This design comes from an exercise in tuning for small area and few clock cycles on the open sky130 flow, not from production work. Only simulation tests tie the RTL to the original design; equivalence was not proved. Power is estimated from default activity; no workload was simulated.

==> inputs of raven <==
Design fusion_sequencer_top, start of the top module:
module fusion_sequencer_top
(
    input  logic        clock,
    input  logic        reset,
    input  logic        go_i,
    input  logic [15:0] input_word_i,
    input  logic [15:0] weight_word_i,
    output logic [11:0] input_addr_o,
    output logic [11:0] weight_addr_o,
    output logic [11:0] out_addr_o,
    output logic [15:0] out_data_o,
    output logic        out_write_o,
    output logic        finish_o
);
    logic [fusion_pkg::ADDR_W-1:0] read_addr;
    logic                          cfg_load;
    logic                          data;
    logic                          last;
    logic                          p8;
    logic                          p4;
    logic [fusion_pkg::WORD_W-1:0] acc;
    logic [fusion_pkg::WORD_W-1:0] sum;
    assign input_addr_o  = read_addr;
    assign weight_addr_o = read_addr;
    set_controller set_controller_inst (
        .clock        (clock),
        .reset        (reset),
        .go_i         (go_i),
        .input_word_i (input_word_i),
        .read_addr_o  (read_addr),
        .cfg_load_o   (cfg_load),
        .data_o       (data),
        .last_o       (last),
        .finish_o     (finish_o)
    );
    brick_config brick_config_inst (
        .clock        (clock),
        .cfg_load_i   (cfg_load),
        .input_word_i (input_word_i),
        .p8_o         (p8),
        .p4_o         (p4)
    );
    brick_array brick_array_inst (
        .a   (input_word_i),
        .b   (weight_word_i),
        .acc (acc),
        .p8  (p8),
        .p4  (p4),
        .sum (sum)
    );
    output_accumulator output_accumulator_inst (
        .clock       (clock),
        .reset       (reset),
        .go_i        (go_i),
        .data_i      (data),
        .last_i      (last),
        .sum_i       (sum),
        .acc_o       (acc),
        .out_addr_o  (out_addr_o),
        .out_data_o  (out_data_o),
  ...
==> module set_controller, before the edit <==
module set_controller
(
    input  logic                             clock,
    input  logic                             reset,
    input  logic                             go_i,
    input  logic [fusion_pkg::WORD_W-1:0]    input_word_i,
    output logic [fusion_pkg::ADDR_W-1:0]    read_addr_o,
    output logic                             cfg_load_o,
    output logic                             data_o,
    output logic                             last_o,
    output logic                             finish_o
);
    logic                          run_q;
    logic [1:0]                    phase_q;
    logic [fusion_pkg::ADDR_W-1:0] addr_q;
    logic [7:0]                    m_cnt_q;
    logic [3:0]                    k_q;
    logic [3:0]                    k_cnt_q;
    logic                          clear;
    logic                          last_word;
    logic                          last_output;
    logic                          end_mark;
    assign clear       = reset || !go_i;
    assign end_mark    = (input_word_i[7:0] == fusion_pkg::END_MARK);
    assign last_word   = (k_cnt_q == 4'd0);
    assign last_output = (m_cnt_q == 8'd1);
    assign read_addr_o = addr_q;
    assign cfg_load_o  = run_q && (phase_q == fusion_pkg::PH_HDR1);
    assign data_o      = run_q && (phase_q == fusion_pkg::PH_DATA);
    assign last_o      = last_word;
    assign finish_o    = run_q && ((phase_q == fusion_pkg::PH_DONE) ||
                                   ((phase_q == fusion_pkg::PH_HDR0) && end_mark));
    always_ff @(posedge clock)
    begin
        if (clear)
        begin
            run_q   <= 1'b0;
            phase_q <= fusion_pkg::PH_HDR0;
            addr_q  <= '0;
        end
        else
        begin
            run_q  <= 1'b1;
            addr_q <= addr_q + 1'b1;
            if (run_q)
            begin
                case (phase_q)
                    fusion_pkg::PH_HDR0:
                        phase_q <= end_mark ? fusion_pkg::PH_DONE : fusion_pkg::PH_HDR1;
                    fusion_pkg::PH_HDR1:
                        phase_q <= (m_cnt_q == 8'd0) ? fusion_pkg::PH_HDR0 : fusion_pkg::PH_DATA;
                    fusion_pkg::PH_DATA:
                        if (last_word && last_output)
                            phase_q <= fusion_pkg::PH_HDR0;
                    default:
                        phase_q <= fusion_pkg::PH_DONE;
                endcase
            end
        end
    end
    always_ff @(posedge clock)
    begin
        if (phase_q == fusion_pkg::PH_HDR0)
            m_cnt_q <= input_word_i[7:0];
        else if ((phase_q == fusion_pkg::PH_DATA) && last_word)
            m_cnt_q <= m_cnt_q - 8'd1;
        if (phase_q == fusion_pkg::PH_HDR1)
        begin
            k_q     <= input_word_i[11:8] - 4'd1;
            k_cnt_q <= input_word_i[11:8] - 4'd1;
        end
        else if (phase_q == fusion_pkg::PH_DATA)
            k_cnt_q <= last_word ? k_q : k_cnt_q - 4'd1;
    end
endmodule
Settings: LEC_CHECK=0, CAP_MARGIN=20, CORE_MARGIN=2, CORE_UTILIZATION=40, SLEW_MARGIN=20; clock period 6.0 ns.
standard.sh (not shown) runs the stock make flow with config.mk's settings and CLKGATE_MAP_FILE= SYNTH_SCRIPT=/design/flow/synth_recipe.tcl, a recipe that flattens the netlist after the stock synthesis.
==> flow/flow/run.sh <==
#!/bin/bash
# The standard layout, except that Yosys's generic synthesis skips its quick
# ABC pass (synth -noabc), so that extract_fa still sees the adder tree as
# written and maps it to full adders without inverters between them. The
# technology-mapping ABC pass later in the script runs as usual.
set -euo pipefail
sed 's/yosys synth -nofsm -noshare /yosys synth -nofsm -noshare -noabc /' synth_recipe.tcl > flow_synth.tcl
grep -q -- '-noabc' flow_synth.tcl
sed "s#SYNTH_SCRIPT=[^ ]*#SYNTH_SCRIPT=$PWD/flow_synth.tcl#" standard.sh > flow_standard.sh
# Port buffers: a plain buf_1 on each input and output port
export BUFFER_PORTS_ARGS="-buffer_cell sky130_fd_sc_hd__buf_1"
bash flow_standard.sh > flow_standard.log 2>&1
==> fjord (differences from raven) <==
--- a/flow/design.v
+++ b/flow/design.v
@@ -80,7 +80,6 @@
         if (phase_q == fusion_pkg::PH_HDR1)
-        begin
-            k_q     <= input_word_i[11:8] - 4'd1;
+            k_q <= input_word_i[11:8] - 4'd1;
+        if (phase_q == fusion_pkg::PH_HDR1)
             k_cnt_q <= input_word_i[11:8] - 4'd1;
-        end
-        else if (phase_q == fusion_pkg::PH_DATA)
+        else
             k_cnt_q <= last_word ? k_q : k_cnt_q - 4'd1;
==> flow/flow/run.sh (replaced) <==
#!/bin/bash
# The standard layout, with these changes:
# - Yosys's generic synthesis skips its quick ABC pass (synth -noabc), so that
#   extract_fa still sees the adder tree as written and maps it to full
#   adders without inverters between them; the technology-mapping ABC pass
#   later in the script runs flow/abc.script, an area-oriented mapping.
# - Port buffers come from flow/ports.tcl, run before global placement
#   (global placement is not timing driven, so nothing removes them).
# - Clock tree synthesis uses clkbuf_8 clock buffers and no dummy loads.
set -euo pipefail
sed 's/yosys synth -nofsm -noshare /yosys synth -nofsm -noshare -noabc /' synth_recipe.tcl > flow_synth.tcl
grep -q -- '-noabc' flow_synth.tcl
# The technology-mapping ABC pass runs flow/abc.script, an area-oriented
# mapping, in place of ORFS's delay-oriented script
cat > flow_abc.tcl <<EOF2
proc abc {args} {
  set i [lsearch \$args -script]
  lset args [expr {\$i + 1}] $PWD/flow/abc.script
  yosys abc {*}\$args
}
EOF2
cat flow_abc.tcl flow_synth.tcl > flow_synth2.tcl
mv flow_synth2.tcl flow_synth.tcl
sed "s#SYNTH_SCRIPT=[^ ]*#SYNTH_SCRIPT=$PWD/flow_synth.tcl#" standard.sh > flow_standard.sh
export DONT_BUFFER_PORTS=1
export PRE_GLOBAL_PLACE_TCL="$PWD/flow/ports.tcl"
export CTS_ARGS="-sink_clustering_enable -repair_clock_nets -buf_list {sky130_fd_sc_hd__clkbuf_8} -dont_use_dummy_load"
bash flow_standard.sh > flow_standard.log 2>&1
==> flow/flow/abc.script (new file) <==
&get -n
&st
&dch
&nf -R 30
&put
topo
stime -c
==> flow/flow/ports.tcl (new file) <==
# Synthesis buffers go, as the standard flow removes them before placement.
remove_buffers

# Port buffers, one per port as the standard flow places them: a buffer
# sized for the fanout on each input, the smallest buffer on each output
# (its load is the 0.01 pF port load).
buffer_ports -inputs -buffer_cell sky130_fd_sc_hd__buf_2
buffer_ports -outputs -buffer_cell sky130_fd_sc_hd__buf_1
- CORE_UTILIZATION: 40 -> 70
- GPL_ROUTABILITY_DRIVEN: not set -> 0
- GPL_TIMING_DRIVEN: not set -> 0
==> amber (differences from raven) <==
--- a/flow/flow/run.sh
+++ b/flow/flow/run.sh
@@ -9,4 +9,4 @@
 sed "s#SYNTH_SCRIPT=[^ ]*#SYNTH_SCRIPT=$PWD/flow_synth.tcl#" standard.sh > flow_standard.sh
-# Port buffers: a plain buf_1 on each input and output port
-export BUFFER_PORTS_ARGS="-buffer_cell sky130_fd_sc_hd__buf_1"
+# Port buffers: a plain buf_2 on each input and output port
+export BUFFER_PORTS_ARGS="-buffer_cell sky130_fd_sc_hd__buf_2"
 bash flow_standard.sh > flow_standard.log 2>&1
- ABC_AREA: not set -> 1
==> summary of the runs <==
raven completed without violations. fjord completed without violations. amber passed the timing, design-rule and antenna checks. Between fjord and raven, the lower utilization is in raven (gap 32 points). Of fjord and raven, raven has the higher maximum frequency (gap about 0.9%, measured against raven). Sequential power: raven is larger than amber (about 2%). In raven the cell count is larger than in fjord, by about 25%. In fjord the via count is smaller than in raven, by about 0.9%. Setup slack: fjord < raven < amber. Synthesized area, lowest first: fjord, raven, amber.
Testbench counts of raven, summed over its fixed seeds: cycles 26,114.
Testbench counts of fjord, summed over its fixed seeds: cycles 26,114.
Testbench counts of amber, summed over its fixed seeds: cycles 26,114.

re-timing with driven ports:
In the flow no input, the clock included, has a driving cell. The finished layouts below were timed again as built, in two steps. Step 1, drivers: a clkbuf_16 drives clock and a buf_2 each remaining input, both assumed. Step 2 times the ports against the registers' clock, not the clock port: input delays grow and output delays shrink by t, the midpoint of the rising clock arrivals with the driver on. Three values: no drivers, after step 1, after step 2; two values: the first two.
run | t, ns | setup slack, ns | worst register clock-pin slew, ns | worst slew at a driven data input, ns
raven | 0.378 | 0.201 / 0.215 / -0.163 | 0.06 / 0.06 | 0.06
fjord | 0.389 | 0.148 / 0.159 / -0.230 | 0.09 / 0.09 | 0.04
amber | 0.387 | 0.321 / 0.325 / -0.062 | 0.07 / 0.07 | 0.06
With both steps, setup timing fails in every run listed, where it was met with ideal ports. The setup slack of amber, which loses most, moves by +0.004 ns with the drivers and by -0.383 ns with both steps.
